Source: an optimization exercise on an open RTL-to-GDS flow (aim: small area, a short achievable clock period and few clock cycles per item). Production flows keep margins and buffers that such runs may drop.
Where RTL was checked, it was by simulation tests only, not by an equivalence proof against the original.
No activity file was given, so power comes from the tool's default toggle rates.

Setup of amber:
## page_table_leaf_ager
module page_table_leaf_ager (
    input  logic              clk,
    input  logic              rst_n,
    input  logic              push,
    output logic              full,
    input  logic              entry_valid,
    input  logic              entry_accessed,
    input  logic [3:0]        entry_age,
    input  logic              last_entry,
    output logic              empty,
    input  logic              pop,
    output logic [3:0]        new_age,
    output logic              advanced,
    output logic [31:0]       bucket_count,
    output logic              region_done,
    output logic signed [4:0] region_old_max,
    output logic signed [4:0] region_new_max,
    output logic              region_moves,
    output logic [9:0]        aged_total
);
Settings: LEC_CHECK=0, ABC_AREA=1, CAP_MARGIN=20, CORE_MARGIN=2, CORE_UTILIZATION=40, CTS_BUF_LIST=sky130_fd_sc_hd__clkbuf_16, CTS_CLUSTER_DIAMETER=80, CTS_CLUSTER_SIZE=24, SETUP_SLACK_MARGIN=2.5, SLEW_MARGIN=20; clock period 5.0 ns.
standard.sh (not shown) runs the stock make flow with config.mk's settings and CLKGATE_MAP_FILE= SYNTH_SCRIPT=/design/flow/synth_recipe.tcl, a recipe that flattens the netlist after the stock synthesis.
==> flow/flow/run.sh <==
#!/bin/bash
# Layout flow: the standard ORFS flow (standard.sh, standard synthesis unchanged) with two
# changes to how the layout is made:
#  - port buffers are sky130_fd_sc_hd__buf_2 cells (the default pick is a slow delay cell);
#  - timing and design repair may resize a cell into one with a different footprint.
# Each tool's full output goes to a log file in this folder; ORFS keeps its own step logs
# under orfs/logs.
set -euo pipefail
bash standard.sh MATCH_CELL_FOOTPRINT=0 "BUFFER_PORTS_ARGS=-buffer_cell sky130_fd_sc_hd__buf_2" finish > flow_make.log 2>&1
Here is what was changed in the inputs of willow compared with amber.
Settings: SETUP_SLACK_MARGIN changed from 2.5 to 2.7.
[summary]
Switching power share of the total down 0.35 points in willow wrt amber. amber → willow: final standard cell area without fillers moved up; wire length of the first global-routing pass moved up.
No run of this note included a check of the RTL's function; only the layout flow was run.

---

The RTL this note starts from:
==> flow/design.v <==
module page_table_leaf_ager (
    input  logic              clk,
    input  logic              rst_n,
    input  logic              push,
    output logic              full,
    input  logic              entry_valid,
    input  logic              entry_accessed,
    input  logic [3:0]        entry_age,
    input  logic              last_entry,
    output logic              empty,
    input  logic              pop,
    output logic [3:0]        new_age,
    output logic              advanced,
    output logic [31:0]       bucket_count,
    output logic              region_done,
    output logic signed [4:0] region_old_max,
    output logic signed [4:0] region_new_max,
    output logic              region_moves,
    output logic [9:0]        aged_total
);
    logic full_reg;
    logic q0_v, q1_v, x_v, o_v;
    logic accept, x_fire, q_adv;
    assign accept = push && !full_reg;
    assign x_fire = x_v && (!o_v || pop);
    assign q_adv  = q0_v && (!x_v || x_fire);
    logic       q0_val, q0_acc, q0_last;
    logic [3:0] q0_age;
    logic       q1_val, q1_acc, q1_last;
    logic [3:0] q1_age;
    logic       qn_val, qn_acc, qn_last;
    logic [3:0] qn_age;
    logic       q0_load;
    always_comb
    begin
        q0_load = q_adv || !q0_v;
        if (q0_v && !q_adv)
        begin
            {qn_val, qn_acc, qn_age, qn_last} = {q0_val, q0_acc, q0_age, q0_last};
        end
        else if (q0_v && q1_v)
        begin
            {qn_val, qn_acc, qn_age, qn_last} = {q1_val, q1_acc, q1_age, q1_last};
        end
        else
        begin
            {qn_val, qn_acc, qn_age, qn_last} = {entry_valid, entry_accessed, entry_age,
                                                 last_entry};
        end
    end
    always_ff @(posedge clk)
    begin
        if (q0_load)
        begin
            q0_val  <= qn_val;
            q0_acc  <= qn_acc;
            q0_age  <= qn_age;
            q0_last <= qn_last;
        end
        if (accept && (q_adv ? q1_v : q0_v))
        begin
            q1_val  <= entry_valid;
            q1_acc  <= entry_accessed;
            q1_age  <= entry_age;
            q1_last <= last_entry;
        end
    end
    logic [3:0]  q_age_p1;
    logic [3:0]  q_nage;
    logic        q_adv_flag, q_move;
    logic [15:0] q_age_is, q_inc_is;
    always_comb
    begin
        q_age_p1 = {q0_age[3] ^ (&q0_age[2:0]), q0_age[2] ^ (&q0_age[1:0]),
                    q0_age[1] ^ q0_age[0], !q0_age[0]};
        if (!q0_val)
        begin
            q_nage = q0_age;
        end
        else if (q0_acc)
        begin
            q_nage = 4'd0;
        end
        else if (q0_age != 4'd15)
        begin
            q_nage = q_age_p1;
        end
        else
        begin
            q_nage = 4'd15;
        end
        q_adv_flag = q0_val && (q0_acc || (q0_age != 4'd15));
        q_move = q0_val && (q0_acc ? (q0_age != 4'd0) : (q0_age != 4'd15));
        for (int i = 0; i < 16; i++)
        begin
            q_age_is[i] = (q0_age == i);
        end
        q_inc_is[0] = q0_acc;
        for (int i = 1; i < 16; i++)
        begin
            q_inc_is[i] = !q0_acc && q_age_is[i-1];
        end
    end
    logic        x_acc, x_last, x_adv, x_mv;
    logic [3:0]  x_age, x_nage;
    logic [15:0] x_ra;     
    logic [15:0] x_rn;     
    logic [15:0] q_ra, q_rn;
    always_ff @(posedge clk)
    begin
        if (q_adv)
        begin
            x_acc  <= q0_acc;
            x_age  <= q0_age;
            x_nage <= q_nage;
            x_last <= q0_last;
            x_adv  <= q_adv_flag;
            x_ra   <= q_ra;
            x_rn   <= q_rn;
        end
    end
    always_ff @(posedge clk or negedge rst_n)
    begin
        if (!rst_n)
        begin
            x_mv <= 1'b0;
        end
        else if (q_adv)
        begin
            x_mv <= q_move;
        end
        else if (x_fire)
        begin
            x_mv <= 1'b0;
        end
    end
    logic [15:0] x_age_is, x_inc_is;
    logic [15:0] dec_tog, inc_tog;
    logic [15:0] dec_val, inc_val;
    logic [15:0] x_bucket;
    logic [15:0] wr;
    logic [15:0] bus_even, bus_odd, bus_zero;
    always_comb
    begin
        for (int i = 0; i < 16; i++)
        begin
            x_age_is[i] = (x_age == i);
        end
        x_inc_is[0] = x_acc;
        for (int i = 1; i < 16; i++)
        begin
            x_inc_is[i] = !x_acc && x_age_is[i-1];
        end
        for (int k = 0; k < 16; k++)
        begin
            dec_tog[k] = !(|(x_ra & ~(16'hffff << k)));
            inc_tog[k] = &(x_rn | (16'hffff << k));
        end
        dec_val  = x_ra ^ (dec_tog & {16{|x_ra}});
        inc_val  = x_rn ^ (inc_tog & {16{!(&x_rn)}});
        x_bucket = x_mv ? inc_val : x_ra;
        wr       = (x_age_is | x_inc_is) & {16{x_fire && x_mv}};
        bus_zero = x_acc    ? inc_val : dec_val;
        bus_even = x_age[0] ? inc_val : dec_val;
        bus_odd  = x_age[0] ? dec_val : inc_val;
    end
    logic [15:0] hist [0:15];
    logic [15:0] hist_ok;
    always_ff @(posedge clk)
    begin
        if (wr[0])
        begin
            hist[0] <= bus_zero;
        end
        for (int i = 1; i < 16; i++)
        begin
            if (wr[i])
            begin
                hist[i] <= (i % 2 == 0) ? bus_even : bus_odd;
            end
        end
    end
    always_ff @(posedge clk or negedge rst_n)
    begin
        if (!rst_n)
        begin
            hist_ok <= '0;
        end
        else
        begin
            hist_ok <= hist_ok | wr;
        end
    end
    logic       xn_mv, xn_acc;
    logic [3:0] xn_age;
    logic [3:0] xn_incb, qn_incb;
    logic       f_aa, f_ai, f_na, f_ni;    
    always_comb
    begin
        xn_mv   = q_adv ? q_move : (x_mv && !x_fire);
        xn_acc  = q_adv ? q0_acc : x_acc;
        xn_age  = q_adv ? q0_age : x_age;
        xn_incb = xn_acc ? 4'd0 : (xn_age + 4'd1);
        qn_incb = qn_acc ? 4'd0 : (qn_age + 4'd1);
    end
    always_ff @(posedge clk)
    begin
        f_aa <= xn_mv && (qn_age  == xn_age);
        f_ai <= xn_mv && (qn_age  == xn_incb);
        f_na <= xn_mv && (qn_incb == xn_age);
        f_ni <= xn_mv && (qn_incb == xn_incb);
    end
    logic [15:0] rd_e, rd_o, rd_a, rd_a1, rd_n;
    always_comb
    begin
        rd_e = '0;
        rd_o = '0;
        for (int j = 0; j < 8; j++)
        begin
            rd_e = rd_e | (hist[2*j] & {16{(q_age_is[2*j] || ((j > 0) && q_age_is[(2*j+15)%16]))
                                           && hist_ok[2*j]}});
            rd_o = rd_o | (hist[2*j+1] & {16{(q_age_is[2*j] || q_age_is[2*j+1])
                                             && hist_ok[2*j+1]}});
        end
        rd_a  = q0_age[0] ? rd_o : rd_e;
        rd_a1 = q0_age[0] ? rd_e : rd_o;
        rd_n  = q0_acc ? (hist[0] & {16{hist_ok[0]}}) : rd_a1;
        q_ra  = f_aa ? dec_val : (f_ai ? inc_val : rd_a);
        q_rn  = f_na ? dec_val : (f_ni ? inc_val : rd_n);
    end
    logic       closed;
    logic       any_v;
    logic [3:0] omax, nmax;
    logic [9:0] cnt;
    logic       b_any;
    logic [9:0] b_cnt;
    logic [9:0] cnt_tog;
    always_comb
    begin
        b_any = any_v && !closed;
        b_cnt = closed ? 10'd0 : cnt;
        for (int k = 0; k < 10; k++)
        begin
            cnt_tog[k] = &(b_cnt | (10'h3ff << k));
        end
    end
    always_ff @(posedge clk or negedge rst_n)
    begin
        if (!rst_n)
        begin
            closed <= 1'b1;
        end
        else if (q_adv)
        begin
            closed <= q0_last;
        end
    end
    always_ff @(posedge clk)
    begin
        if (q_adv)
        begin
            any_v <= b_any || q0_val;
            if (q0_val && (!b_any || (q0_age > omax)))
            begin
                omax <= q0_age;
            end
            if (q0_val && (!b_any || (q_nage > nmax)))
            begin
                nmax <= q_nage;
            end
            cnt <= b_cnt ^ (cnt_tog & {10{q_adv_flag && !b_cnt[9]}});
        end
    end
    logic [42:0] x_res;
    logic [4:0]  x_om, x_nm;
    logic [42:0] o_res;
    logic        empty_reg;
    assign x_om  = x_last ? (any_v ? {1'b0, omax} : 5'h1f) : 5'h00;
    assign x_nm  = x_last ? (any_v ? {1'b0, nmax} : 5'h1f) : 5'h00;
    assign x_res = {x_nage, x_adv, x_bucket, x_last, x_om, x_nm,
                    x_last && any_v && (omax != nmax), cnt};
    always_ff @(posedge clk)
    begin
        if (x_fire)
        begin
            o_res <= x_res;
        end
    end
    logic q0_v_n, q1_v_n, x_v_n, o_v_n;
    always_comb
    begin
        q0_v_n = q_adv ? (q1_v || accept) : (q0_v || accept);
        q1_v_n = q_adv ? (q1_v && accept) : (q1_v || (accept && q0_v));
        x_v_n  = q_adv || (x_v && !x_fire);
        o_v_n  = x_fire || (o_v && !pop);
    end
    always_ff @(posedge clk or negedge rst_n)
    begin
        if (!rst_n)
        begin
            q0_v      <= 1'b0;
            q1_v      <= 1'b0;
            x_v       <= 1'b0;
            o_v       <= 1'b0;
            full_reg  <= 1'b0;
            empty_reg <= 1'b1;
        end
        else
        begin
            q0_v      <= q0_v_n;
            q1_v      <= q1_v_n;
            x_v       <= x_v_n;
            o_v       <= o_v_n;
            full_reg  <= q1_v_n;
            empty_reg <= !o_v_n;
        end
    end
    assign full  = full_reg;
    assign empty = empty_reg;
    assign {new_age, advanced, bucket_count[15:0], region_done, region_old_max,
            region_new_max, region_moves, aged_total} = o_res;
    assign bucket_count[31:16] = 16'd0;
endmodule
clock: 5.0 ns
lec_check: 0
abc_area: 1
cap_margin: 20
core_margin: 2
core_utilization: 40
cts_buf_list: sky130_fd_sc_hd__clkbuf_16
cts_cluster_diameter: 80
cts_cluster_size: 24
setup_slack_margin: 2.5
slew_margin: 20
run.sh (not shown) runs the stock make flow with config.mk's settings and CLKGATE_MAP_FILE= SYNTH_SCRIPT=/design/flow/synth_recipe.tcl, a recipe that flattens the netlist after the stock synthesis.
Stock flow here: none of the scripts above is used.
Testbench counts at the start, summed over its fixed seeds: cycles 32,800, items 32,768.
==> next run, changes <==
==> flow/flow/run.sh (new file) <==
#!/bin/bash
# Layout flow: the standard ORFS flow (standard.sh, standard synthesis unchanged) with two
# changes to how the layout is made:
#  - port buffers are sky130_fd_sc_hd__buf_2 cells (the default pick is a slow delay cell);
#  - timing and design repair may resize a cell into one with a different footprint.
# Each tool's full output goes to a log file in this folder; ORFS keeps its own step logs
# under orfs/logs.
set -euo pipefail
bash standard.sh MATCH_CELL_FOOTPRINT=0 "BUFFER_PORTS_ARGS=-buffer_cell sky130_fd_sc_hd__buf_2" finish > flow_make.log 2>&1
==> flow/standard.sh (new file) <==
#!/bin/bash
# synth_recipe.tcl (not shown) runs the flow's synth.tcl, then flattens the netlist and writes it again
# the make line also repeats each setting of config.mk as NAME=value (left out here)
make -C /OpenROAD-flow-scripts/flow DESIGN_CONFIG=/design/flow/config.mk WORK_HOME=/design/flow/orfs CLKGATE_MAP_FILE= SYNTH_SCRIPT=/design/flow/synth_recipe.tcl "${@:-finish}"
CORE_UTILIZATION = 60   (was 40)
removed: flow/run.sh
- core utilization climbs by 22 points
- sequential share of layout area climbs by 1.9 points
- worst setup slack is about the same
- die area drops by 33%
- wire length climbs by 1.3%
- cell count drops by 8.3%
- global-route usage climbs by 10 points
- area after synthesis is unchanged
==> next run, changes <==
==> flow/run.sh (new file) <==
#!/bin/bash
# synth_recipe.tcl (not shown) runs the flow's synth.tcl, then flattens the netlist and writes it again
# the make line also repeats each setting of config.mk as NAME=value (left out here)
make -C /OpenROAD-flow-scripts/flow DESIGN_CONFIG=/design/flow/config.mk WORK_HOME=/design/flow/orfs CLKGATE_MAP_FILE= SYNTH_SCRIPT=/design/flow/synth_recipe.tcl finish
CORE_UTILIZATION = 40   (was 60)
CTS_BUF_LIST = default   (was sky130_fd_sc_hd__clkbuf_16)
CTS_CLUSTER_DIAMETER = default   (was 80)
CTS_CLUSTER_SIZE = default   (was 24)
removed: flow/flow/run.sh
removed: flow/standard.sh
After rerunning:
- The changed run finished clean
- area after synthesis stays the same
- cell area rose by 6.7%
- routed wire length barely changes
- global-route usage fell by 9.6 points

[port drivers added, routing unchanged]
How much do the figures lean on ideal ports? The routed layouts below were timed once more, with nothing changed but the port constraints. Step 1 (the two cells are an assumption about what drives the block):
set clk [get_ports {clk}]
set_driving_cell -lib_cell sky130_fd_sc_hd__clkbuf_16 $clk
set_driving_cell -lib_cell sky130_fd_sc_hd__buf_2 [delete_from_list [all_inputs] $clk]
Step 2 times the ports against the registers' clock, not the clock port: input delays grow and output delays shrink by t, the midpoint of the rising clock arrivals with the driver on. Slacks: ideal / step 1 / step 2; pairs: ideal / step 1.
run | shift t [ns] | setup WS [ns] | cell pins on the clock port's net
amber | 0.617 | 2.513 / 2.477 / 2.178 | 1
willow | 0.625 | 2.515 / 2.458 / 2.128 | 1
the first run of note 2 | 0.612 | 2.461 / 2.461 / 2.173 | 1
the second run of note 2 | 0.602 | 2.463 / 2.463 / 1.968 | 1
the third run of note 2 | 0.635 | 2.457 / 2.457 / 2.169 | 1
After both steps setup and hold are still met in every run listed. For the second run of note 2, which loses most, drivers alone change the setup slack by 0.000 ns; drivers and shift together by -0.495 ns.
